From an optimization exercise on the open Yosys and OpenROAD flow, aimed at small area, a short achievable clock period and few clock cycles per item; shortcuts taken in it are not production practice.
The RTL was checked by simulation tests, not by an equivalence proof against the original design.
Power is estimated from default activity; no workload was simulated.

===== flow/flow/run.sh =====
#!/bin/bash
# Own layout flow: the standard ORFS layout (standard.sh), except that the
# ports are buffered with a plain buffer cell instead of the resizer's default
# pick (a slow delay cell).
set -euo pipefail
export BUFFER_PORTS_ARGS="-buffer_cell sky130_fd_sc_hd__buf_2"
bash standard.sh > flow_make.log 2>&1

===== flow/standard.sh =====
#!/bin/bash
# synth_recipe.tcl (not shown) runs the flow's synth.tcl, then flattens the netlist and writes it again
# the make line also repeats each setting of config.mk as NAME=value (left out here)
make -C /OpenROAD-flow-scripts/flow DESIGN_CONFIG=/design/flow/config.mk WORK_HOME=/design/flow/orfs CLKGATE_MAP_FILE= SYNTH_SCRIPT=/design/flow/synth_recipe.tcl "${@:-finish}"

===== flow/config.mk =====
export PLATFORM = sky130hd
export DESIGN_NAME = ring_fifo_with_counters
export DESIGN_NICKNAME = ring_fifo_with_counters
export VERILOG_FILES = /design/flow/design.v
export SDC_FILE = /design/flow/constraint.sdc
export NUM_CORES = 4
export LEC_CHECK = 0
export ABC_CLOCK_PERIOD_IN_PS = 2200
export CAP_MARGIN = 20
export CORE_MARGIN = 2
export CORE_UTILIZATION = 58
export CTS_CLUSTER_DIAMETER = 70
export CTS_CLUSTER_SIZE = 35
export SETUP_SLACK_MARGIN = 2.0
export SLEW_MARGIN = 20

===== flow/constraint.sdc =====
create_clock -name core_clock -period 4.0 [get_ports {clock}]
set_input_delay 0.8000 -clock core_clock [delete_from_list [all_inputs] [get_ports {clock}]]
set_output_delay 0.8000 -clock core_clock [all_outputs]
set_load 0.01 [all_outputs]

===== flow/design.v =====
package rfc_pkg;
   localparam int DEPTH      = 16;
   localparam int ELEM_WIDTH = 32;
   localparam int PTR_W      = (DEPTH > 1) ? $clog2(DEPTH) : 1;
   localparam int CNT_W      = $clog2(DEPTH + 1);
   localparam int CAP_W      = 5;
   localparam int DATA_W     = 32;
   localparam int STAT_W     = 32;
   localparam int OCC_W      = 5;
   localparam logic [CAP_W-1:0] CAP_RESET = CAP_W'(16);
   localparam logic OP_ENQ = 1'b0;
   localparam logic OP_DEQ = 1'b1;
   localparam logic STATUS_DONE   = 1'b0;
   localparam logic STATUS_REJECT = 1'b1;
   typedef struct packed {
      logic clear;
      logic enq_ok;
      logic enq_full;
      logic deq_ok;
      logic deq_empty;
   } stat_evt_type;
   function automatic logic [CNT_W-1:0] eff_cap(input logic [CAP_W-1:0] cap);
      logic [CNT_W-1:0] res;
      if (cap == '0) begin
         res = CNT_W'(1);
      end else if (int'(cap) > DEPTH) begin
         res = CNT_W'(DEPTH);
      end else begin
         res = CNT_W'(cap);
      end
      eff_cap = res;
   endfunction
   function automatic logic [PTR_W-1:0] next_ptr(input logic [PTR_W-1:0] ptr,
                                                 input logic [CNT_W-1:0] cap);
      logic [CNT_W:0] nx;
      nx = (CNT_W+1)'(ptr) + (CNT_W+1)'(1);
      next_ptr = (nx >= (CNT_W+1)'(cap)) ? '0 : PTR_W'(nx);
   endfunction
endpackage
module rfc_ram #(
   parameter int WIDTH  = 32,
   parameter int DEPTH  = 16,
   parameter int ADDR_W = 4
) (
   input  logic              clock,
   input  logic              wr_en,
   input  logic [ADDR_W-1:0] wr_addr,
   input  logic [WIDTH-1:0]  wr_data,
   input  logic [DEPTH-1:0]  rd_sel,
   output logic [WIDTH-1:0]  rd_data
);
   logic [WIDTH-1:0] mem_ff [DEPTH];
   always_ff @(posedge clock) begin
      if (wr_en) begin
         mem_ff[wr_addr] <= wr_data;
      end
   end
   always_comb begin
      rd_data = '0;
      for (int i = 0; i < DEPTH; i++) begin
         rd_data |= mem_ff[i] & {WIDTH{rd_sel[i]}};
      end
   end
endmodule
module rfc_stats (
   input  logic                         clock,
   input  logic                         reset,
   input  rfc_pkg::stat_evt_type        evt,
   output logic [rfc_pkg::STAT_W-1:0]   enq_ok_cnt,
   output logic [rfc_pkg::STAT_W-1:0]   enq_full_cnt,
   output logic [rfc_pkg::STAT_W-1:0]   deq_ok_cnt,
   output logic [rfc_pkg::STAT_W-1:0]   deq_empty_cnt
);
   logic [rfc_pkg::STAT_W-1:0] enq_ok_ff;
   logic [rfc_pkg::STAT_W-1:0] enq_full_ff;
   logic [rfc_pkg::STAT_W-1:0] deq_ok_ff;
   logic [rfc_pkg::STAT_W-1:0] deq_empty_ff;
   function automatic logic [rfc_pkg::STAT_W-1:0] sat_inc(
      input logic [rfc_pkg::STAT_W-1:0] v);
      logic [rfc_pkg::STAT_W:0] s;
      s = {1'b0, v} + (rfc_pkg::STAT_W+1)'(1);
      sat_inc = s[rfc_pkg::STAT_W-1:0] | {rfc_pkg::STAT_W{s[rfc_pkg::STAT_W]}};
   endfunction
   always_ff @(posedge clock) begin
      if (reset || evt.clear) begin
         enq_ok_ff    <= '0;
         enq_full_ff  <= '0;
         deq_ok_ff    <= '0;
         deq_empty_ff <= '0;
      end else begin
         if (evt.enq_ok)    enq_ok_ff    <= sat_inc(enq_ok_ff);
         if (evt.enq_full)  enq_full_ff  <= sat_inc(enq_full_ff);
         if (evt.deq_ok)    deq_ok_ff    <= sat_inc(deq_ok_ff);
         if (evt.deq_empty) deq_empty_ff <= sat_inc(deq_empty_ff);
      end
   end
   assign enq_ok_cnt    = enq_ok_ff;
   assign enq_full_cnt  = enq_full_ff;
   assign deq_ok_cnt    = deq_ok_ff;
   assign deq_empty_cnt = deq_empty_ff;
endmodule
module ring_fifo_with_counters (
   input  logic                          clock,
   input  logic                          reset,
   input  logic                          csr_wr_en,
   input  logic [rfc_pkg::CAP_W-1:0]     csr_wr_data,
   input  logic                          req_valid,
   output logic                          req_stall,
   input  logic                          req_op,
   input  logic [rfc_pkg::DATA_W-1:0]    req_data_in,
   output logic                          rsp_valid,
   input  logic                          rsp_stall,
   output logic                          rsp_status,
   output logic [rfc_pkg::DATA_W-1:0]    rsp_data_out,
   output logic                          rsp_is_empty,
   output logic                          rsp_is_full,
   output logic [rfc_pkg::OCC_W-1:0]     rsp_occupancy,
   output logic [rfc_pkg::STAT_W-1:0]    rsp_enqueue_count,
   output logic [rfc_pkg::STAT_W-1:0]    rsp_enqueue_full_count,
   output logic [rfc_pkg::STAT_W-1:0]    rsp_dequeue_count,
   output logic [rfc_pkg::STAT_W-1:0]    rsp_dequeue_empty_count
);
   logic [rfc_pkg::CNT_W-1:0]       cap_ff;      
   logic [rfc_pkg::PTR_W-1:0]       wptr_ff;
   logic [rfc_pkg::DEPTH-1:0]       rsel_ff;     
   logic [rfc_pkg::CNT_W-1:0]       fill_ff;
   logic                            empty_ff;
   logic                            full_ff;
   logic                            rsp_valid_ff;
   logic                            status_ff;
   logic [rfc_pkg::DATA_W-1:0]      data_ff;
   logic                            accept;
   logic                            is_enq, is_deq;
   logic [rfc_pkg::CNT_W-1:0]       fill_in;
   rfc_pkg::stat_evt_type           evt;
   logic [rfc_pkg::ELEM_WIDTH-1:0]  rd_data;
   assign req_stall = rsp_valid_ff && rsp_stall;
   assign accept    = req_valid && !req_stall;
   assign is_enq    = accept && (req_op == rfc_pkg::OP_ENQ);
   assign is_deq    = accept && (req_op == rfc_pkg::OP_DEQ);
   always_comb begin
      evt.clear     = csr_wr_en;
      evt.enq_ok    = is_enq && !full_ff;
      evt.enq_full  = is_enq && full_ff;
      evt.deq_ok    = is_deq && !empty_ff;
      evt.deq_empty = is_deq && empty_ff;
   end
   always_comb begin
      fill_in = fill_ff;
      if (evt.enq_ok) fill_in = fill_ff + rfc_pkg::CNT_W'(1);
      if (evt.deq_ok) fill_in = fill_ff - rfc_pkg::CNT_W'(1);
   end
   always_ff @(posedge clock) begin
      if (reset) begin
         cap_ff       <= rfc_pkg::CNT_W'(rfc_pkg::DEPTH);
         wptr_ff      <= '0;
         rsel_ff      <= rfc_pkg::DEPTH'(1);
         fill_ff      <= '0;
         empty_ff     <= 1'b1;
         full_ff      <= 1'b0;
         rsp_valid_ff <= 1'b0;
      end else if (csr_wr_en) begin
         cap_ff       <= rfc_pkg::eff_cap(csr_wr_data);
         wptr_ff      <= '0;
         rsel_ff      <= rfc_pkg::DEPTH'(1);
         fill_ff      <= '0;
         empty_ff     <= 1'b1;
         full_ff      <= 1'b0;
         rsp_valid_ff <= 1'b0;
      end else begin
         rsp_valid_ff <= accept || req_stall;
         if (evt.enq_ok) wptr_ff <= wptr_ff + rfc_pkg::PTR_W'(1);
         if (evt.deq_ok) rsel_ff <= {rsel_ff[rfc_pkg::DEPTH-2:0], rsel_ff[rfc_pkg::DEPTH-1]};
         fill_ff  <= fill_in;
         empty_ff <= (fill_in == '0);
         full_ff  <= (fill_in == cap_ff);
      end
   end
   always_ff @(posedge clock) begin
      if (!req_stall) begin
         status_ff <= (req_op == rfc_pkg::OP_ENQ) ? full_ff : empty_ff;
         data_ff   <= ((req_op == rfc_pkg::OP_DEQ) && !empty_ff) ? rd_data : '0;
      end
   end
   rfc_ram #(
      .WIDTH  (rfc_pkg::ELEM_WIDTH),
      .DEPTH  (rfc_pkg::DEPTH),
      .ADDR_W (rfc_pkg::PTR_W)
   ) u_ram (
      .clock   (clock),
      .wr_en   (!fill_ff[rfc_pkg::CNT_W-1]),
      .wr_addr (wptr_ff),
      .wr_data (req_data_in[rfc_pkg::ELEM_WIDTH-1:0]),
      .rd_sel  (rsel_ff),
      .rd_data (rd_data)
   );
   rfc_stats u_stats (
      .clock         (clock),
      .reset         (reset),
      .evt           (evt),
      .enq_ok_cnt    (rsp_enqueue_count),
      .enq_full_cnt  (rsp_enqueue_full_count),
      .deq_ok_cnt    (rsp_dequeue_count),
      .deq_empty_cnt (rsp_dequeue_empty_count)
   );
   assign rsp_valid     = rsp_valid_ff;
   assign rsp_status    = status_ff;
   assign rsp_data_out  = data_ff;
   assign rsp_is_empty  = empty_ff;
   assign rsp_is_full   = full_ff;
   assign rsp_occupancy = rfc_pkg::OCC_W'(fill_ff);
endmodule

==> results of run 1 <==
-- cell usage in the layout (no fill, tap or decap), types with 6 or more instances in the layout --
| cell | netlist | layout |
|---|---|---|
| nand4_1 | 42 | 42 |
| a21oi_2 | 0 | 46 |
| a31oi_1 | 43 | 43 |
| nand2b_1 | 10 | 6 |
| buf_2 | 6 | 210 |
| clkinv_8 | 0 | 9 |
| nor4_1 | 20 | 8 |
| a22o_1 | 96 | 96 |
| buf_6 | 2 | 13 |
| dfxtp_4 | 0 | 22 |
| nor3_1 | 49 | 37 |
| inv_1 | 17 | 16 |
| nand3_1 | 44 | 42 |
| nor4_4 | 2 | 11 |
| xnor2_1 | 49 | 49 |
| ha_1 | 10 | 9 |
| and2_1 | 8 | 8 |
| a21oi_1 | 133 | 87 |
| and4_1 | 18 | 15 |
| nand2_1 | 88 | 81 |
| nor2_1 | 42 | 32 |
| clkbuf_16 | 0 | 37 |
| buf_4 | 0 | 61 |
| dfxtp_2 | 0 | 84 |
| a22oi_1 | 64 | 64 |
| o21ai_0 | 14 | 13 |
| edfxtp_1 | 545 | 545 |
| a221oi_1 | 97 | 96 |
| xor2_1 | 55 | 55 |
| nor2_4 | 1 | 11 |
| nor3_4 | 1 | 12 |
| dfxtp_1 | 161 | 55 |
| and3_1 | 61 | 57 |
-- power by group through the flow --
stage | clock network [mW] | registers [mW] | logic [mW]
after global placement | 0 | 8.13 | 0.308
after global routing | 4.80 | 7.96 | 0.356
after CTS | 4.55 | 7.96 | 0.325
final | 4.48 | 7.95 | 0.327
after detailed placement | 0 | 8.13 | 0.316
after floorplan | 0 | 8.14 | 0.148
-- repair_timing --
action	in CTS	in global routing
setup endpoints to repair	528	423
pin swaps	17	13
resized for setup	97	73
buffers inserted	28	10
hold endpoints to repair	0	0
gates cloned	3	2
-- metal layers --
| metal | part of all wire [%] | up-vias | track usage, % | wire (um) |
|---|---|---|---|---|
| li1 | - | 7743 | - | - |
| met5 | 0.033 | - | 0 | 24 |
| met2 | 47 | 858 | 47.33 | 33930 |
| met3 | 9.4 | 94 | 4.962 | 6824 |
| met4 | 1.9 | 4 | 6.441 | 1385 |
| met1 | 42 | 9041 | 44.45 | 30530 |
-- stage by stage --
| step | hold WS [ns] | util [%] | worst slack, ns | instance area [um^2] |
|---|---|---|---|---|
| floorplan | 0.4561 | - | 1.585 | 27540 |
| global placement | 0.4813 | 63.88 | 1.166 | 29120 |
| detailed placement | 0.4901 | 63.88 | 1.124 | 29120 |
| CTS | 0.4413 | 67.76 | 1.888 | 30880 |
| global route | 0.4685 | 68.39 | 1.884 | 31170 |
| finish | 0.4737 | 68.40 | 1.927 | 31170 |
-- state kept, by name, indices dropped and copies added (netlist names) --
register              count
cap_ff                    5
data_ff                  32
empty_ff                  1
fill_ff                   5
full_ff                   1
rsel_ff                  16
rsp_valid_ff              1
status_ff                 1
u_ram.mem_ff            512
u_stats.deq_empty_ff     32
u_stats.deq_ok_ff        32
u_stats.enq_full_ff      32
u_stats.enq_ok_ff        32
wptr_ff                   4
-- cell families after synthesis --
family,after synthesis,synth area share (%)
simple gates,417,8.610
xor+xnor,108,3.721
compound gates,468,12.47
fa+ha+maj,10,0.4651
flops,706,72.82
buf+inv,131,1.912
-- layout make-up --
class                   count  area (um^2)  area share (%)
diodes                      2        5.005         0.01605
clock buffers              38        929.6           2.982
clock inverters            26        354.1           1.136
inverters                  17        66.31          0.2127
multi-input cells        1008         7547           24.21
flip-flops and latches    706        19780           63.44
well taps                 600        750.7           2.408
repair buffers            289         1744           5.595
-- final timing paths --
check / from / endpoint / cells past startpoint
max: data_ff[18]$_SDFFCE_PN0N_ / rsp_data_out[18] / 1
max reg2reg: rsel_ff[2]$_SDFFE_PP0P_ / data_ff[24]$_SDFFCE_PN0N_ / 4
min reg2reg: u_stats.deq_empty_ff[0]$_SDFFE_PP0P_ / u_stats.deq_empty_ff[0]$_SDFFE_PP0P_ / 1
min: reset / cap_ff[0]$_SDFFE_PP0P_ / 2
==> summary.md, run 1 <==
| Metric | Value |
|---|---|
| Synth unique cells | `56` |
| Synth async-reset ratio | `0%` |
| Dpl hpwl | `38900 um` |
| Clock skew | `0.03729 ns` |
| CP Launch Type | `register` |
| P_sw | `2.802 mW` |
| P per Cell Area | `409.3 nW/um^2` |
| Worst slew margin | `43.24%` |
| Post-synth EDFFs | `545` |
| Average size of a mapped cell | `14.62 um^2` |
| CP top delay family | `flip-flops` |
| Measured slew at the worst slew-check pin | `0.8514 ns` |
| Sequential area share after synthesis | `72.82%` |
| Power share of the combinational group | `around 2.6%` |
| CTS clk-pin slew, worst paths | `0.12 ns` |
| CTS max path bufs | `3` |
| H-tree depth | `2` |
| Internal Power | `approximately 10 mW` |
| Yosys Warn Count | `3` |
| Antenna Violating Nets Remaining | `0` |
| Clock root buffer | `clkbuf_16` |
| Worst Path Arrival | `around 1.3 ns` |
| Clock latency (worst-skew pair) | `0.60 ns` |
| Achievable Freq | `~0.48 GHz` |
| Minimum clock period | `approximately 2.1 ns` |
| Fin cells | `~2.7k` |
| Register bit total from synthesis | `706` |
| Post-synth top flop | `edfxtp_1` |
| Pins Over Slew Limit | `0` |
| Crit path largest cell delay | `0.49 ns` |
| Flop2flop setup slack | `2.03 ns` |
| Final Wtd Congestion | `0.8387` |
| CTS tree | `done` |
| Clock share of power | `35.1%` |
| Die height | `~220 um` |
| Vias | `17.74k` |
| Area delta synth->final | `15.89%` |
| Fillers | `3156` |
| Core Footprint | `45580 um^2` |
| Post-route DRC | `0` |
| GR Overflow Total | `0` |
| Vias per inst | `6.605` |
| Die area | `48120 um^2` |
| Synth Cell Area | `between 20000 and 30000 um^2` |
| CP endpoint kind | `primary output` |
| CP Data Required Time | `about 3.2 ns` |
| Num CTS Buffers | `37` |
| Worst-path cell chain | `buf_2` |
| Switching share of total power | `21.96%` |
| Routed wire length | `72690 um` |
| CP bufs+invs | `1` |
| Final setup TNS | `0 ns` |
| Peak VDD IR | `between 0.3 and 0.4 mV` |
| WS Path Type | `register to primary output` |
| Design Power | `around 13 mW` |
| Largest net degree at the start of global routing | `between 60 and 70` |
| Rows | `approximately 80` |
| RSZ-0062 raised after global routing | `yes` |
| Routed length per placed instance | `27.06 um` |
| Hold Vio Cnt, Final | `0` |
| CTS sink cnt | `706` |
| Setup Viol. Count Final | `0` |
| First-pass GRT wire length | `106800 um` |
| Initial core utilization | `roughly three fifths` |
| Max-cap violations | `0` |
| Synth top area cells | `edfxtp_1 61%, dfxtp_1 12%, a221oi_1 3.2%` |
| DR pass1 iterations | `5` |
| Layout cell share with drive strength beyond 1 | `27.98%` |
| Fin nets | `2112` |
| Syn Nets | `1893` |
| Status | `finished clean` |
| HP Class | `input pin to register` |
| Worst-path fanout max | `1` |
| DRC marker count from the first detailed-route iteration | `1915` |
| Top-count cell post-synth | `edfxtp_1` |
| Synth cell count leaders | `545 x edfxtp_1, 161 x dfxtp_1, 133 x a21oi_1, 103 x clkbuf_1, 97 x a221oi_1` |
| Seq pwr share | `roughly 62%` |
| Total GRT Usage | `about 30%` |
| Slowest cell on the critical path | `edfxtp_1` |
| Vias in the first global route | `16.65k` |
| Fin crit share | `51.81%` |
| Initial antenna violation count | `3` |
| Cell taking the most area after synthesis | `edfxtp_1` |
| Cells after Synth | `1840` |
| Post-synth top area share | `60.84%` |
| Total I/O pin count | `213` |
| Die X | `219.4 um` |
| PortBufs | `around 210` |
| LEAKAGE | `10.44 nW` |
| # hold bufs at CTS | `0` |
| Placed Cells | `2577` |
Testbench counts, summed over its fixed seeds: cycles 14,424, items 14,400.
==> inputs of run 2 (changes only) <==
--- a/flow/config.mk
+++ b/flow/config.mk
@@ -9,7 +9,8 @@
 export CAP_MARGIN = 20
 export CORE_MARGIN = 2
-export CORE_UTILIZATION = 58
+export CORE_UTILIZATION = 65
 export CTS_CLUSTER_DIAMETER = 70
 export CTS_CLUSTER_SIZE = 35
+export PLACE_DENSITY = 0.75
 export SETUP_SLACK_MARGIN = 2.0
 export SLEW_MARGIN = 20
==> run 2 against run 1 <==
Against the previous run:
- die area decreased by 11%
- first-iteration DRC count up 13%
- via count is 0.73% higher
- largest power group unchanged
- combinational power grew 2%
- still clean
- critical endpoint is now rsp_data_out[4]
- final cell count decreased by 2.6%
- critical path type unchanged
- utilization is 7.4 points higher
- worst setup slack better by 0.020 ns
==> summary.md, run 2 <==
| Metric | Value |
|---|---|
| Largest net degree at the start of global routing | `63 (unchanged)` |
| Vias per inst | `6.828 (+3.4%)` |
| Slowest cell on the critical path | `edfxtp_1` |
| Worst-path fanout max | `1 (unchanged)` |
| Initial core utilization | `65.88% (+6.9 points)` |
| Post-DP Area | `29040 um^2 (-0.26%)` |
| P_sw | `2.680 mW (-4.3%)` |
| Commonest non-fill, non-tap cell in the layout | `edfxtp_1` |
| Num CTS Buffers | `36 (-2.7%)` |
| Layout cell share with drive strength beyond 1 | `26.48% (-1.5 points)` |
| RSZ-0062 raised after global routing | `yes` |
| Cell taking the most area after synthesis | `edfxtp_1` |
| Initial antenna violation count | `6 (+3)` |
| Peak VDD IR | `0.4399 mV (+23%)` |
| Setup Viol. Count Final | `0 (unchanged)` |
| GR Overflow Total | `0 (unchanged)` |
| Synth cell count leaders | `545 x edfxtp_1, 161 x dfxtp_1, 133 x a21oi_1, 103 x clkbuf_1, 97 x a221oi_1` |
| CP top delay family | `flip-flops` |
| HP Class | `input pin to register` |
| Most frequent cells in the layout | `545 x edfxtp_1, 209 x buf_2, 96 x a22o_1, 96 x a221oi_1, 86 x a21oi_1` |
| CP endpoint kind | `primary output` |
| CP Launch Type | `register` |
| Post-synth EDFFs | `545 (unchanged)` |
| Core Footprint | `40830 um^2 (-10%)` |
| Area delta synth->final | `15.07%` |
| CTS tree | `done` |
| Syn Nets | `1893 (unchanged)` |
| Synth async-reset ratio | `0% (unchanged)` |
| Synth unique cells | `56 (unchanged)` |
| Internal Power | `9.928 mW (-0.28%)` |
| Synth top area cells | `edfxtp_1 61%, dfxtp_1 12%, a221oi_1 3.2%` |
| P per Cell Area | `407.4 nW/um^2 (-0.46%)` |
| Clock share of power | `34.2% (-0.9 points)` |
| Yosys Warn Count | `3 (unchanged)` |
| Hold Vio Cnt, Final | `0 (unchanged)` |
| CP bufs+invs | `1 (unchanged)` |
| PortBufs | `212 (unchanged)` |
| First-pass GRT wire length | `102300 um (-4.1%)` |
| Crit path largest cell delay | `0.48 ns (about the same)` |
| Cells after Synth | `1840 (unchanged)` |
| CTS max path bufs | `3 (unchanged)` |
| Placed Cells | `2510 (-2.6%)` |
| Final setup TNS | `0 ns (unchanged)` |
| Worst slew margin | `52.32% (+9.1 points)` |
| Final Wtd Congestion | `0.8971 (+7.0%)` |
| Average size of a mapped cell | `14.62 um^2 (unchanged)` |
| Fin nets | `2110 (-0.095%)` |
| Max-cap violations | `0 (unchanged)` |
| CP Data Required Time | `3.20 ns (about the same)` |
| Total I/O pin count | `213 (unchanged)` |
| CTS clk-pin slew, worst paths | `0.11 ns (about the same)` |
| Routed wire length | `69970 um (-3.8%)` |
| Vias | `17.87k (+0.73%)` |
| Post-route DRC | `0 (unchanged)` |
| Antenna Violating Nets Remaining | `0 (unchanged)` |
| Largest register by flop count | `u_ram.mem_ff` |
| Seq pwr share | `63.1% (+0.8 points)` |
| Max reg flops | `512 (unchanged)` |
| Total GRT Usage | `31.60% (+1.6 points)` |
| Minimum clock period | `2.052 ns (-0.02010 ns)` |
| Vias in the first global route | `16.48k (-1.0%)` |
| Fin crit share | `51.31% (-0.50 points)` |
| H-tree depth | `2 (unchanged)` |
| DRC marker count from the first detailed-route iteration | `2164 (+13%)` |
| Worst-path cell chain | `buf_2` |
| Post-synth top flop | `edfxtp_1` |
| Die X | `207.4 um (-5.4%)` |
| CTS sink cnt | `706 (unchanged)` |
| Die area | `43030 um^2 (-11%)` |
| Measured slew at the worst slew-check pin | `0.7151 ns (-0.1363 ns)` |
| Top-count cell post-synth | `edfxtp_1` |
| Layout Cell Area excl Fill | `30950 um^2 (-0.71%)` |
| Dpl hpwl | `37110 um (-4.6%)` |
| Synth Cell Area | `26900 um^2 (unchanged)` |
| Switching share of total power | `21.26% (-0.70 points)` |
| Power share of the combinational group | `2.7% (about the same)` |
| Routed length per placed instance | `26.73 um (-1.2%)` |
| Post-synth top area share | `60.84% (unchanged)` |
| # hold bufs at CTS | `0 (unchanged)` |
| Clock root buffer | `clkbuf_16` |
| Worst Path Arrival | `1.25 ns (-0.02 ns)` |
| Pins Over Slew Limit | `0 (unchanged)` |
| WS Path Type | `register to primary output` |
| Sequential area share after synthesis | `72.82% (unchanged)` |
| Rows | `74 (-5.1%)` |
| Clock latency (worst-skew pair) | `0.59 ns (about the same)` |
| Fin cells | `2617 (-2.6%)` |
| Clock skew | `0.03377 ns (-0.003520 ns)` |
| Status | `finished clean` |
| Achievable Freq | `0.4872 GHz (+0.98%)` |
| Register bit total from synthesis | `706 (unchanged)` |
| DR pass1 iterations | `5 (unchanged)` |
| Die height | `207.4 um (-5.4%)` |
| LEAKAGE | `10.36 nW (-0.77%)` |
## run 2: cell count changes in the layout (fill, tap and decap cells not counted), sizes merged
cell,change
nor2,-1
nand2,+1
diode,+2
clkinv,-5
inv,+2
## run 2: power by group through the flow
stage / Sequential, mW / Combinational, mW / Clock (mW)
4_1_cts: 7.96 / 0.327 / 4.36
5_1_grt: 7.96 / 0.361 / 4.60
2_1_floorplan: 8.14 / 0.148 / 0
3_3_place_gp: 8.13 / 0.301 / 0
6_report: 7.96 / 0.335 / 4.32
3_5_place_dp: 8.13 / 0.311 / 0
## run 2: metrics by stage
step	worst slack, ns	total power, mW	hold slack [ns]	util (%)
6_report	1.948	12.61	0.4818	75.80
4_1_cts	1.938	12.65	0.4544	75.00
5_1_grt	1.915	12.93	0.4860	75.80
2_1_floorplan	1.585	8.284	0.4561	-
3_5_place_dp	1.141	8.440	0.4858	71.12
3_3_place_gp	1.174	8.426	0.4799	71.12
## run 2: cell families after synthesis
group | after synthesis | share of synthesized area [%]
simple gates | 417 | 8.610
compound gates | 468 | 12.47
fa+ha+maj | 10 | 0.4651
buf+inv | 131 | 1.912
flops | 706 | 72.82
xor+xnor | 108 | 3.721
## run 2: final timing paths
| path | start | to | slack (ns) | depth (start not counted) |
|---|---|---|---|---|
| worst min-delay path | reset | cap_ff[0]$_SDFFE_PP0P_ | 0.48 | 2 |
| worst max register to register | rsp_valid_ff$_SDFF_PP0_ | u_stats.enq_ok_ff[20]$_SDFFE_PP0P_ | 1.97 | 5 |
| worst max-delay path | data_ff[4]$_SDFFCE_PN0N_ | rsp_data_out[4] | 1.95 | 1 |
| worst min register to register | u_stats.enq_ok_ff[0]$_SDFFE_PP0P_ | u_stats.enq_ok_ff[0]$_SDFFE_PP0P_ | 0.48 | 1 |
## run 2: layout make-up
type                            instances  area (um^2)
Antenna cell                            4        10.01
Clock buffer                           39        933.4
Clock inverter                         23        280.3
Fill cell                            2475         9879
Inverter                               17        66.31
Multi-Input combinational cell       1008         7551
Sequential cell                       706        19700
Tap cell                              532        665.6
Timing Repair Buffer                  288         1744
## run 2: per-layer routing
metal	vias to the layer above	track usage, %	part of all wire, %
li1	7724	-	-
met1	8928	45.10	39
met2	1084	50.22	47
met3	130	5.507	11
met4	4	10.30	2.9
met5	-	0	0.034
## run 2: repair_timing
action | in CTS | in global routing
setup buffers | 21 | 15
endpoints found under the setup margin | 609 | 201
pin swaps | 18 | 20
resized for setup | 71 | 54
gates cloned | 2 | 3
endpoints found under the hold margin | 0 | 0
==> inputs of run 3 (changes only) <==
--- a/flow/config.mk
+++ b/flow/config.mk
@@ -12,5 +12,4 @@
 export CTS_CLUSTER_DIAMETER = 70
 export CTS_CLUSTER_SIZE = 35
-export PLACE_DENSITY = 0.75
 export SETUP_SLACK_MARGIN = 2.0
 export SLEW_MARGIN = 20
==> run 3 against run 2 <==
Against the previous run:
- fmax grew 2.2%
- combinational power is 1% higher
- critical path depth rose by 2
- sequential share of layout area down 0.19 points
- non-clock buffer count grew 10
- clock-buffer cell count is the same
- clock skew shrank 0.00088 ns
- global-route usage increased by 0.56 points
- sequential power hardly changed
- flip-flop and latch count stayed put
==> summary.md, run 3 <==
| Metric | Value |
|---|---|
| Dpl hpwl | `36940 um (-0.45%)` |
| PortBufs | `212 (unchanged)` |
| CP top delay family | `flip-flops` |
| P per Cell Area | `405.2 nW/um^2 (-0.53%)` |
| Synth top area cells | `edfxtp_1 61%, dfxtp_1 12%, a221oi_1 3.2%` |
| Synth cell count leaders | `545 x edfxtp_1, 161 x dfxtp_1, 133 x a21oi_1, 103 x clkbuf_1, 97 x a221oi_1` |
| Measured slew at the worst slew-check pin | `1.169 ns (+0.4534 ns)` |
| H-tree depth | `2 (unchanged)` |
| WS Path Type | `register to primary output` |
| Post-synth top area share | `60.84% (unchanged)` |
| Die height | `207.4 um (unchanged)` |
| Final Wtd Congestion | `0.8734 (-2.6%)` |
| Hold Vio Cnt, Final | `0 (unchanged)` |
| Most frequent cells in the layout | `545 x edfxtp_1, 208 x buf_2, 96 x a22o_1, 96 x a221oi_1, 87 x dfxtp_1` |
| CTS tree | `done` |
| Worst-path cell chain | `nand2_4 -> inv_4 -> buf_6` |
| Num CTS Buffers | `36 (unchanged)` |
| Vias in the first global route | `16.61k (+0.76%)` |
| RSZ-0062 raised after global routing | `yes` |
| CTS max path bufs | `3 (unchanged)` |
| Antenna Violating Nets Remaining | `0 (unchanged)` |
| Area delta synth->final | `15.52%` |
| Top-count cell post-synth | `edfxtp_1` |
| Worst r2r path cells | `4 (-1)` |
| Clock root buffer | `clkbuf_16` |
| Worst slack, placed | `1.134 ns (-0.006690 ns)` |
| Yosys Warn Count | `3 (unchanged)` |
| CTS sink cnt | `706 (unchanged)` |
| HP Class | `input pin to register` |
| Average size of a mapped cell | `14.62 um^2 (unchanged)` |
| Synth async-reset ratio | `0% (unchanged)` |
| Die area | `43030 um^2 (unchanged)` |
| First-pass GRT wire length | `103900 um (+1.5%)` |
| Vias per inst | `6.834 (about the same)` |
| Vias | `17.93k (+0.35%)` |
| Routed length per placed instance | `27.13 um (+1.5%)` |
| Placed Cells | `2505 (-0.20%)` |
| Initial core utilization | `65.88% (unchanged)` |
| CP endpoint kind | `primary output` |
| Largest net degree at the start of global routing | `69 (+9.5%)` |
| CP Launch Type | `register` |
| Achievable Freq | `0.4981 GHz (+2.2%)` |
| Post-route DRC | `0 (unchanged)` |
| Worst slew margin | `22.10% (-30 points)` |
| Worst Path Arrival | `1.21 ns (-0.04 ns)` |
| Initial antenna violation count | `2 (-4)` |
| Syn Nets | `1893 (unchanged)` |
| Post-synth EDFFs | `545 (unchanged)` |
| CP bufs+invs | `2 (+1)` |
| Total I/O pin count | `213 (unchanged)` |
| Commonest non-fill, non-tap cell in the layout | `edfxtp_1` |
| GR Overflow Total | `0 (unchanged)` |
| Die X | `207.4 um (unchanged)` |
| Clock skew | `0.03289 ns (-0.0008843 ns)` |
| Layout cell share with drive strength beyond 1 | `26.83% (+0.35 points)` |
| Core Footprint | `40830 um^2 (unchanged)` |
| Final setup TNS | `0 ns (unchanged)` |
| Register bit total from synthesis | `706 (unchanged)` |
| Largest register by flop count | `u_ram.mem_ff` |
| Setup Viol. Count Final | `0 (unchanged)` |
| Minimum clock period | `2.008 ns (-0.04462 ns)` |
| Pins Over Slew Limit | `0 (unchanged)` |
| CP Data Required Time | `3.20 ns (about the same)` |
| Routed wire length | `71180 um (+1.7%)` |
| WHS Path Cells | `2 (unchanged)` |
| CTS clk-pin slew, worst paths | `0.08 ns (-0.03 ns)` |
| Max reg flops | `512 (unchanged)` |
| Fin nets | `2119 (+0.43%)` |
| Slowest cell on the critical path | `dfxtp_4` |
| Crit path largest cell delay | `0.42 ns (-0.06 ns)` |
| Worst path depth | `3 (+2)` |
| Clock latency (worst-skew pair) | `0.60 ns (about the same)` |
| DRC marker count from the first detailed-route iteration | `2047 (-5.4%)` |
| Status | `finished clean` |
| Max-cap violations | `0 (unchanged)` |
| DR pass1 iterations | `5 (unchanged)` |
| Cell taking the most area after synthesis | `edfxtp_1` |
| Fin crit share | `50.20% (-1.1 points)` |
| Post-synth top flop | `edfxtp_1` |
| Rows | `74 (unchanged)` |
| Peak VDD IR | `0.6085 mV (+38%)` |
| Fin cells | `2624 (+0.27%)` |
| LEAKAGE | `10.42 nW (+0.51%)` |
| PnR worst setup slack | `1.992 ns (+0.04462 ns)` |
| Sequential area share after synthesis | `72.82% (unchanged)` |
| Cells after Synth | `1840 (unchanged)` |
| Post-route worst hold slack | `0.4700 ns (-0.01187 ns)` |
| Synth Cell Area | `26900 um^2 (unchanged)` |
| Synth unique cells | `56 (unchanged)` |
| Fillers | `2474 (-0.040%)` |
| Design Power | `12.59 mW (-0.14%)` |
| Total GRT Usage | `32.16% (+0.56 points)` |
| Worst-path fanout max | `6 (+5)` |
run 3: cell types whose count changed in the layout (fill, tap and decap cells not counted), moves of 3 or more:
cell / delta
buf_4: +5
buf_6: +3
dfxtp_2: -10
dfxtp_4: +8
diode_2: -3
inv_8: +3
run 3: cell type report:
| type | count | area, um^2 | share of cell area [%] |
|---|---|---|---|
| Inverter | 17 | 66.31 | 0.2134 |
| Multi-Input combinational cell | 1007 | 7548 | 24.29 |
| Tap cell | 532 | 665.6 | 2.142 |
| Antenna cell | 1 | 2.502 | 0.008053 |
| Timing Repair Buffer | 298 | 1866 | 6.004 |
| Sequential cell | 706 | 19720 | 63.46 |
| Clock inverter | 24 | 262.8 | 0.8456 |
| Clock buffer | 39 | 943.4 | 3.036 |
run 3: kinds of logic after synthesis:
group,synth area share (%)
compound gates,12.47
xor+xnor,3.721
fa+ha+maj,0.4651
buf+inv,1.912
flops,72.82
simple gates,8.610
run 3: final timing paths:
| path | start | endpoint | slack [ns] |
|---|---|---|---|
| setup / recovery | rsp_valid_ff$_SDFF_PP0_ | req_stall | 1.99 |
| hold / removal | reset | cap_ff[3]$_SDFFE_PP0P_ | 0.47 |
| setup reg to reg | rsel_ff[11]$_SDFFE_PP0P_ | data_ff[7]$_SDFFCE_PN0N_ | 2.01 |
| hold reg to reg | rsel_ff[15]$_SDFFE_PP0P_ | rsel_ff[0]$_SDFFE_PP1P_ | 0.48 |
run 3: repair_timing:
item / 4_1_cts / 5_1_grt
hold buffers: 0 / 0
setup endpoints to repair: 555 / 242
buffers inserted: 37 / 14
gates cloned: 3 / 1
resized for setup: 72 / 66
pin swaps: 18 / 14
run 3: through the flow:
| stage | utilization [%] | area [um^2] |
|---|---|---|
| 4_1_cts | 75.29 | 30740 |
| 3_5_place_dp | 71.04 | 29010 |
| 5_1_grt | 76.10 | 31070 |
| 6_report | 76.10 | 31070 |
| 2_1_floorplan | - | 27540 |
| 3_3_place_gp | 71.04 | 29010 |
run 3: worst reg2reg max path: cells and delay by family, from the launching register on:
kind	cells	cell delay, ns
flip-flops	1	0.78
AO/OA/AOI/OAI	3	0.58
buffers and inverters	1	0.43
run 3: per-layer routing:
metal	vias to the layer above	share of wire, %	track usage [%]
met5	-	0.0098	0
met4	2	3.0	9.507
li1	7762	-	-
met3	164	11	6.415
met1	8991	39	45.70
met2	1013	48	51.20
run 3: power breakdown:
part / total (mW) / leakage, nW / switching (mW) / internal, mW
clock: 4.30 / 0.590 / 2.41 / 1.89
sequential: 7.95 / 6.38 / 0.0262 / 7.93
combinational: 0.340 / 3.44 / 0.226 / 0.114
==> inputs of run 4 (changes only) <==
--- a/flow/config.mk
+++ b/flow/config.mk
@@ -12,4 +12,4 @@
 export CTS_CLUSTER_DIAMETER = 70
 export CTS_CLUSTER_SIZE = 35
-export SETUP_SLACK_MARGIN = 2.0
+export SETUP_SLACK_MARGIN = 2.05
 export SLEW_MARGIN = 20
==> run 4 against run 3 <==
Against the previous run:
- still clean on timing, DRC and antenna
- synthesized cell count unchanged
- routed wire length up 1.7%
- utilization up 2.3 points
- combinational power up 6.5%
- area after synthesis unchanged
- non-clock buffer count up 32
- worst setup slack worse by 0.060 ns
- clock power up 3%
- global-route usage up 0.13 points
- power up 1.0%
==> summary.md, run 4 <==
| Metric | Value |
|---|---|
| Status | `finished clean` |
| Routed length per placed instance | `27.16 um (+0.14%)` |
| Switching share of total power | `21.54% (+0.40 points)` |
| Final setup TNS | `0 ns (unchanged)` |
| Die X | `207.4 um (unchanged)` |
| P_sw | `2.740 mW (+3.0%)` |
| Syn Nets | `1893 (unchanged)` |
| GR Overflow Total | `0 (unchanged)` |
| Clock root buffer | `clkbuf_16` |
| CTS max path bufs | `3 (unchanged)` |
| Worst-path cell chain | `buf_6 -> nand2_8 -> inv_6 -> buf_6` |
| Clock skew | `0.03743 ns (+0.004536 ns)` |
| Worst slew margin | `53.45% (+31 points)` |
| Yosys Warn Count | `3 (unchanged)` |
| Register bit total from synthesis | `706 (unchanged)` |
| Vias per inst | `6.825 (-0.13%)` |
| Commonest non-fill, non-tap cell in the layout | `edfxtp_1` |
| Slowest cell on the critical path | `dfxtp_4` |
| Setup Viol. Count Final | `0 (unchanged)` |
| PortBufs | `212 (unchanged)` |
| Final Wtd Congestion | `0.8622 (-1.3%)` |
| CP endpoint kind | `primary output` |
| Total GRT Usage | `32.29% (+0.13 points)` |
| DRC marker count from the first detailed-route iteration | `2173 (+6.2%)` |
| DR pass1 iterations | `5 (unchanged)` |
| Routed wire length | `72420 um (+1.7%)` |
| Most frequent cells in the layout | `545 x edfxtp_1, 205 x buf_2, 98 x dfxtp_2` |
| Post-synth top flop | `edfxtp_1` |
| Synth top area cells | `edfxtp_1 61%, dfxtp_1 12%, a221oi_1 3.2%` |
| Die height | `207.4 um (unchanged)` |
| Fin cells | `2666 (+1.6%)` |
| H-tree depth | `2 (unchanged)` |
| CP Launch Type | `register` |
| Antenna Violating Nets Remaining | `0 (unchanged)` |
| Dpl hpwl | `37270 um (+0.89%)` |
| Max-cap violations | `0 (unchanged)` |
| Crit path largest cell delay | `0.38 ns (-0.04 ns)` |
| LEAKAGE | `10.77 nW (+3.4%)` |
| RSZ-0062 raised after global routing | `yes` |
| Post-synth EDFFs | `545 (unchanged)` |
| CP Data Required Time | `3.20 ns (about the same)` |
| Synth async-reset ratio | `0% (unchanged)` |
| Hold Vio Cnt, Final | `0 (unchanged)` |
| Placed Cells | `2507 (+0.080%)` |
| Fin nets | `2159 (+1.9%)` |
| Seq pwr share | `62.4% (-0.8 points)` |
| Top-count cell post-synth | `edfxtp_1` |
| Worst Path Arrival | `1.27 ns (+0.06 ns)` |
| Core Footprint | `40830 um^2 (unchanged)` |
| Cell taking the most area after synthesis | `edfxtp_1` |
| Die area | `43030 um^2 (unchanged)` |
| Initial core utilization | `65.88% (unchanged)` |
| WS Path Type | `register to primary output` |
| Fillers | `2302 (-7.0%)` |
| Largest register by flop count | `u_ram.mem_ff` |
| Post-synth top area share | `60.84% (unchanged)` |
| Synth Cell Area | `26900 um^2 (unchanged)` |
| Initial antenna violation count | `4 (+2)` |
| Post-Route Utilization | `78.35% (+2.3 points)` |
| Post-route DRC | `0 (unchanged)` |
| Peak VDD IR | `0.5621 mV (-7.6%)` |
| Power share of the combinational group | `2.8% (about the same)` |
| Measured slew at the worst slew-check pin | `0.6982 ns (-0.4703 ns)` |
| CTS tree | `done` |
| Cell mode on critical path | `buf_6` |
| Total I/O pin count | `213 (unchanged)` |
| Max reg flops | `512 (unchanged)` |
| Average size of a mapped cell | `14.62 um^2 (unchanged)` |
| HP Class | `register to register` |
| Vias | `18.20k (+1.5%)` |
| CTS clk-pin slew, worst paths | `0.09 ns (about the same)` |
| Synth cell count leaders | `545 x edfxtp_1, 161 x dfxtp_1, 133 x a21oi_1, 103 x clkbuf_1, 97 x a221oi_1` |
| Worst-path fanout max | `3 (-3)` |
| CTS sink cnt | `706 (unchanged)` |
| Vias in the first global route | `16.83k (+1.3%)` |
| Pins Over Slew Limit | `0 (unchanged)` |
| Fin crit share | `51.70% (+1.5 points)` |
| Largest net degree at the start of global routing | `63 (-8.7%)` |
| Clock share of power | `34.7% (+0.6 points)` |
| Sequential area share after synthesis | `72.82% (unchanged)` |
| Area delta synth->final | `18.94%` |
| Layout cell share with drive strength beyond 1 | `32.61% (+5.8 points)` |
| First-pass GRT wire length | `104600 um (+0.65%)` |
| Num CTS Buffers | `37 (+2.8%)` |
| Clock latency (worst-skew pair) | `0.59 ns (about the same)` |
| Minimum clock period | `2.068 ns (+0.06021 ns)` |
| Rows | `74 (unchanged)` |
| Achievable Freq | `0.4836 GHz (-2.9%)` |
| Flop2flop setup slack | `1.98 ns (-0.03 ns)` |
| Cells after Synth | `1840 (unchanged)` |
| Internal Power | `9.979 mW (+0.51%)` |
| Synth unique cells | `56 (unchanged)` |
| P per Cell Area | `397.6 nW/um^2 (-1.9%)` |
-- run 4: cell count changes in the layout (fill, tap and decap cells not counted), moves of 4 or more --
cell,delta
a21oi_1,-5
a21oi_2,+4
buf_4,+14
buf_6,+17
dfxtp_1,-52
dfxtp_2,+39
dfxtp_4,+13
nand2_8,+7
nor3_1,-15
nor3_2,+11
nor3_4,+4
xor2_1,-4
xor2_2,+4
-- run 4: what timing repair did --
| action | in CTS | in global routing |
|---|---|---|
| gates cloned | 3 | 8 |
| buffers inserted | 48 | 33 |
| resized for setup | 149 | 130 |
| hold buffers | 0 | 0 |
| setup endpoints to repair | 669 | 451 |
| pin swaps | 27 | 43 |
-- run 4: metrics by stage --
stage	area, um^2	power [mW]	hold slack (ns)	setup WS (ns)
2_1_floorplan	27630	8.287	0.4561	1.585
3_3_place_gp	29060	8.430	0.4843	1.165
3_5_place_dp	29060	8.442	0.4940	1.111
4_1_cts	31090	12.76	0.4377	1.562
5_1_grt	31990	13.02	0.4629	1.891
6_report	31990	12.72	0.4729	1.932
-- run 4: cells by family after synthesis --
group / Yosys count / synth area share (%)
AOI/OAI and AO/OA: 468 / 12.47
xor gates and xnor gates: 108 / 3.721
adders and majority gates: 10 / 0.4651
buffers and inverters: 131 / 1.912
DFF: 706 / 72.82
and+or+nand+nor: 417 / 8.610
-- run 4: worst paths after layout --
path	start	endpoint	depth (start not counted)
worst min-delay path	u_stats.deq_empty_ff[0]$_SDFFE_PP0P_	u_stats.deq_empty_ff[0]$_SDFFE_PP0P_	1
worst min register to register	u_stats.deq_empty_ff[0]$_SDFFE_PP0P_	u_stats.deq_empty_ff[0]$_SDFFE_PP0P_	1
worst max register to register	rsp_valid_ff$_SDFF_PP0_	u_stats.enq_ok_ff[20]$_SDFFE_PP0P_	7
worst max-delay path	rsp_valid_ff$_SDFF_PP0_	req_stall	4
-- run 4: worst max-delay path: cells and delay by family (launching register included) --
kind / cells / cell delay (ns)
flip-flops: 1 / 0.38
buffers and inverters: 3 / 0.27
AND/OR/NAND/NOR: 1 / 0.05
-- run 4: cell type report --
| cell class | instances | area, um^2 | area share, % |
|---|---|---|---|
| inverters | 17 | 68.82 | 0.2151 |
| diodes | 3 | 7.507 | 0.02346 |
| well taps | 532 | 665.6 | 2.081 |
| flip-flops and latches | 706 | 19820 | 61.94 |
| clock buffers | 39 | 943.4 | 2.949 |
| repair buffers | 330 | 2217 | 6.930 |
| multi-input cells | 1014 | 7950 | 24.85 |
| clock inverters | 25 | 324.1 | 1.013 |
-- run 4: power groups by stage --
stage / combinational (mW) / sequential, mW / clock [mW]
floorplan: 0.151 / 8.14 / 0
global placement: 0.305 / 8.13 / 0
detailed placement: 0.314 / 8.13 / 0
CTS: 0.337 / 7.95 / 4.47
global route: 0.388 / 7.95 / 4.68
finish: 0.362 / 7.94 / 4.41
-- run 4: routing by layer --
| metal | vias to the layer above | global-route usage (%) | wire length [um] |
|---|---|---|---|
| met5 | - | 0 | 14 |
| met4 | 2 | 10.89 | 2282 |
| met3 | 161 | 4.705 | 7454 |
| met2 | 1067 | 52.17 | 35100 |
| met1 | 9122 | 45.79 | 27570 |
| li1 | 7843 | - | - |
==> inputs of run 5 (changes only) <==
--- a/flow/flow/run.sh
+++ b/flow/flow/run.sh
@@ -4,4 +4,4 @@
 # pick (a slow delay cell).
 set -euo pipefail
-export BUFFER_PORTS_ARGS="-buffer_cell sky130_fd_sc_hd__buf_2"
+export BUFFER_PORTS_ARGS="-buffer_cell sky130_fd_sc_hd__buf_1"
 bash standard.sh > flow_make.log 2>&1
--- a/flow/config.mk
+++ b/flow/config.mk
@@ -12,4 +12,4 @@
 export CTS_CLUSTER_DIAMETER = 70
 export CTS_CLUSTER_SIZE = 35
-export SETUP_SLACK_MARGIN = 2.05
+export SETUP_SLACK_MARGIN = 2.0
 export SLEW_MARGIN = 20
==> run 5 against run 4 <==
Against the previous run:
- critical endpoint unchanged
- highest routed layer unchanged
- still clean on timing, DRC and antenna
- via count down 1.2%
- largest cell class unchanged
- combinational power down 6.4%
- clock skew up 0.0024 ns
==> summary.md, run 5 <==
| Metric | Value |
|---|---|
| HP Class | `register to register` |
| WS Path Type | `register to primary output` |
| Measured slew at the worst slew-check pin | `1.194 ns (+0.4960 ns)` |
| DRC marker count from the first detailed-route iteration | `2365 (+8.8%)` |
| Die X | `207.4 um (unchanged)` |
| Vias | `17.98k (-1.2%)` |
| Fin crit share | `52.36% (+0.66 points)` |
| Worst-path fanout max | `2 (-1)` |
| Achievable Freq | `0.4775 GHz (-1.3%)` |
| FF/Latch Area | `19730 um^2 (-0.45%)` |
| Peak VDD IR | `0.4587 mV (-18%)` |
| # hold bufs at CTS | `0 (unchanged)` |
| Core Footprint | `40830 um^2 (unchanged)` |
| Seq pwr share | `62.8% (+0.4 points)` |
| Post-synth top flop | `edfxtp_1` |
| RSZ-0062 raised after global routing | `yes` |
| CP endpoint kind | `primary output` |
| Clock share of power | `34.5% (-0.2 points)` |
| Post-DP Area | `28730 um^2 (-1.2%)` |
| Max-cap violations | `0 (unchanged)` |
| First-pass GRT wire length | `104200 um (-0.32%)` |
| Internal Power | `9.915 mW (-0.65%)` |
| Synth Cell Area | `26900 um^2 (unchanged)` |
| CTS tree | `done` |
| Max reg flops | `512 (unchanged)` |
| P_sw | `2.749 mW (+0.31%)` |
| P per Cell Area | `408.3 nW/um^2 (+2.7%)` |
| Pins Over Slew Limit | `0 (unchanged)` |
| H-tree depth | `2 (unchanged)` |
| Average size of a mapped cell | `14.62 um^2 (unchanged)` |
| Die height | `207.4 um (unchanged)` |
| Most frequent cells in the layout | `545 x edfxtp_1, 178 x buf_1, 96 x a22o_1, 96 x a221oi_1, 83 x a21oi_1` |
| DR pass1 iterations | `5 (unchanged)` |
| Switching share of total power | `21.71% (+0.16 points)` |
| Power share of the combinational group | `2.7% (about the same)` |
| Final setup TNS | `0 ns (unchanged)` |
| CTS max path bufs | `3 (unchanged)` |
| Total I/O pin count | `213 (unchanged)` |
| GR Overflow Total | `0 (unchanged)` |
| Status | `finished clean` |
| Post-route worst hold slack | `0.4874 ns (+0.01446 ns)` |
| Hold Vio Cnt, Final | `0 (unchanged)` |
| Initial antenna violation count | `4 (unchanged)` |
| Clock root buffer | `clkbuf_16` |
| Routed wire length | `71700 um (-1.0%)` |
| Top Metal Used | `met5` |
| Met3 wire length | `7915 um (+6.2%)` |
| Layout cell share with drive strength beyond 1 | `19.30% (-13 points)` |
| Setup Viol. Count Final | `0 (unchanged)` |
| Cell taking the most area after synthesis | `edfxtp_1` |
| CTS clk-pin slew, worst paths | `0.09 ns (about the same)` |
| Post-synth EDFFs | `545 (unchanged)` |
| Worst slew margin | `20.38% (-33 points)` |
| CP Data Required Time | `3.20 ns (about the same)` |
| Area delta synth->final | `15.31%` |
| Final Wtd Congestion | `0.8765 (+1.7%)` |
| Largest register by flop count | `u_ram.mem_ff` |
| Vias in the first global route | `16.67k (-0.92%)` |
| Minimum clock period | `2.094 ns (+0.02626 ns)` |
| Largest net degree at the start of global routing | `74 (+17%)` |
| Post-route DRC | `0 (unchanged)` |
| Top-count cell post-synth | `edfxtp_1` |
| Antenna Violating Nets Remaining | `0 (unchanged)` |
| Fillers | `2509 (+9.0%)` |
| Die area | `43030 um^2 (unchanged)` |
| Commonest non-fill, non-tap cell in the layout | `edfxtp_1` |
| Synth cell count leaders | `545 x edfxtp_1, 161 x dfxtp_1, 133 x a21oi_1, 103 x clkbuf_1, 97 x a221oi_1` |
| LEAKAGE | `9.765 nW (-9.3%)` |
| Fin nets | `2111 (-2.2%)` |
| Synth top area cells | `edfxtp_1 61%, dfxtp_1 12%, a221oi_1 3.2%` |
| Clock latency (worst-skew pair) | `0.60 ns (about the same)` |
| CTS sink cnt | `706 (unchanged)` |
| Sequential area share after synthesis | `72.82% (unchanged)` |
| DR WL met2 | `33990 um (-3.2%)` |
| Rows | `74 (unchanged)` |
| PortBufs | `212 (unchanged)` |
| Clock skew | `0.03986 ns (+0.002431 ns)` |
| Met1 wire length | `27940 um (+1.4%)` |
| Synth unique cells | `56 (unchanged)` |
| Total GRT Usage | `32.23% (-0.061 points)` |
| Multi-input logic area | `7767 um^2 (-2.3%)` |
| Num CTS Buffers | `37 (unchanged)` |
| Syn Nets | `1893 (unchanged)` |
| Dpl hpwl | `36500 um (-2.1%)` |
| Design Power | `12.66 mW (-0.44%)` |
| Post-synth top area share | `60.84% (unchanged)` |
| Synth async-reset ratio | `0% (unchanged)` |
| Register bit total from synthesis | `706 (unchanged)` |
| CP Launch Type | `register` |
| Yosys Warn Count | `3 (unchanged)` |
| Routed length per placed instance | `27.39 um (+0.81%)` |
| Layout Cell Area excl Fill | `31020 um^2 (-3.0%)` |
| Worst Path Arrival | `1.29 ns (+0.02 ns)` |
| Vias per inst | `6.869 (+0.65%)` |
| Initial core utilization | `65.88% (unchanged)` |
| Cells after Synth | `1840 (unchanged)` |
## run 5: layer usage
| layer | up-vias | GRT usage, % |
|---|---|---|
| met1 | 9051 | 46.92 |
| met5 | - | 0 |
| li1 | 7745 | - |
| met3 | 114 | 5.598 |
| met4 | 2 | 10.15 |
| met2 | 1072 | 50.41 |
## run 5: worst max-delay path: stages, from the launching register on
cell and delay (ns):
dfxtp_4 0.41, nand2_8 0.06, inv_1 0.09, buf_1 0.16
## run 5: logic make-up (layout without fill, tap and decap cells)
group | after synthesis | count (layout) | share of synthesized area [%]
adder cells (fa/ha/maj) | 10 | 10 | 0.4651
buffers and inverters | 131 | 366 | 1.912
other | 0 | 3 | 0
XOR/XNOR | 108 | 108 | 3.721
flip-flops | 706 | 706 | 72.82
AND/OR/NAND/NOR | 417 | 424 | 8.610
AO/OA/AOI/OAI | 468 | 469 | 12.47
## run 5: path summary, 6_finish.rpt
path	start	endpoint	slack, ns	cells after the start
worst max-delay path	rsp_valid_ff$_SDFF_PP0_	req_stall	1.91	3
worst min-delay path	u_stats.enq_ok_ff[0]$_SDFFE_PP0P_	u_stats.enq_ok_ff[0]$_SDFFE_PP0P_	0.49	1
worst max register to register	rsp_valid_ff$_SDFF_PP0_	u_stats.enq_ok_ff[18]$_SDFFE_PP0P_	1.92	7
worst min register to register	u_stats.enq_ok_ff[0]$_SDFFE_PP0P_	u_stats.enq_ok_ff[0]$_SDFFE_PP0P_	0.49	1
## run 5: power groups by stage
| stage | Combinational [mW] | Sequential [mW] | Clock (mW) |
|---|---|---|---|
| after floorplan | 0.148 | 8.14 | 0 |
| after global routing | 0.366 | 7.96 | 4.65 |
| after detailed placement | 0.301 | 8.13 | 0 |
| after global placement | 0.291 | 8.13 | 0 |
| final | 0.339 | 7.96 | 4.37 |
| after CTS | 0.322 | 7.96 | 4.40 |
## run 5: area by class of cell
| type | count | area share [%] |
|---|---|---|
| Timing Repair Buffer | 285 | 4.986 |
| Multi-Input combinational cell | 1011 | 25.04 |
| Clock buffer | 39 | 3.074 |
| Clock inverter | 25 | 0.9237 |
| Inverter | 17 | 0.2057 |
| Tap cell | 532 | 2.146 |
| Antenna cell | 3 | 0.02420 |
| Sequential cell | 706 | 63.60 |
## run 5: per-stage QoR
stage / setup slack [ns] / utilization (%) / std cells
final: 1.906 / 75.97 / 2618
after global routing: 1.840 / 75.96 / 2617
after CTS: 1.668 / 74.62 / 2598
after detailed placement: 0.8808 / 70.36 / 2502
after global placement: 1.044 / 70.29 / 2501
after floorplan: 1.585 / - / 1840
## run 5: timing repair
item,4_1_cts,5_1_grt
pin swaps,17,33
gates cloned,3,5
buffers inserted,29,12
endpoints found under the hold margin,0,0
setup endpoints to repair,571,319
resized for setup,105,103

==> afterwards: timing with drivers on the ports <==
How much do the figures lean on ideal ports? The routed layouts below were timed once more, with nothing changed but the port constraints.
Step 1: set_driving_cell puts a clkbuf_16 on clock and a buf_2 on each other input, an assumption about the parent block.
Step 2 moves the port delays by t, midway between the first and last clock arrival at a register: inputs arrive t later, outputs are due t later. That takes back most of the time a late clock gives input paths.
Three values: ideal, step 1, step 2; two values: the first two.
run	t (ns)	slack for setup (ns)	worst data-port slew with drivers (ns)	cell pins on the clock port's net
run 1	0.644	1.927 / 1.869 / 1.437	0.10	1
run 2	0.631	1.948 / 1.891 / 1.336	0.09	1
run 3	0.635	1.992 / 1.933 / 1.405	0.08	1
run 4	0.629	1.932 / 1.878 / 1.392	0.10	1
run 5	0.633	1.906 / 1.849 / 1.424	0.11	1
After both steps setup and hold are still met in every run listed. The setup slack of run 2, which loses most, moves by -0.057 ns with the drivers and by -0.612 ns with both steps.
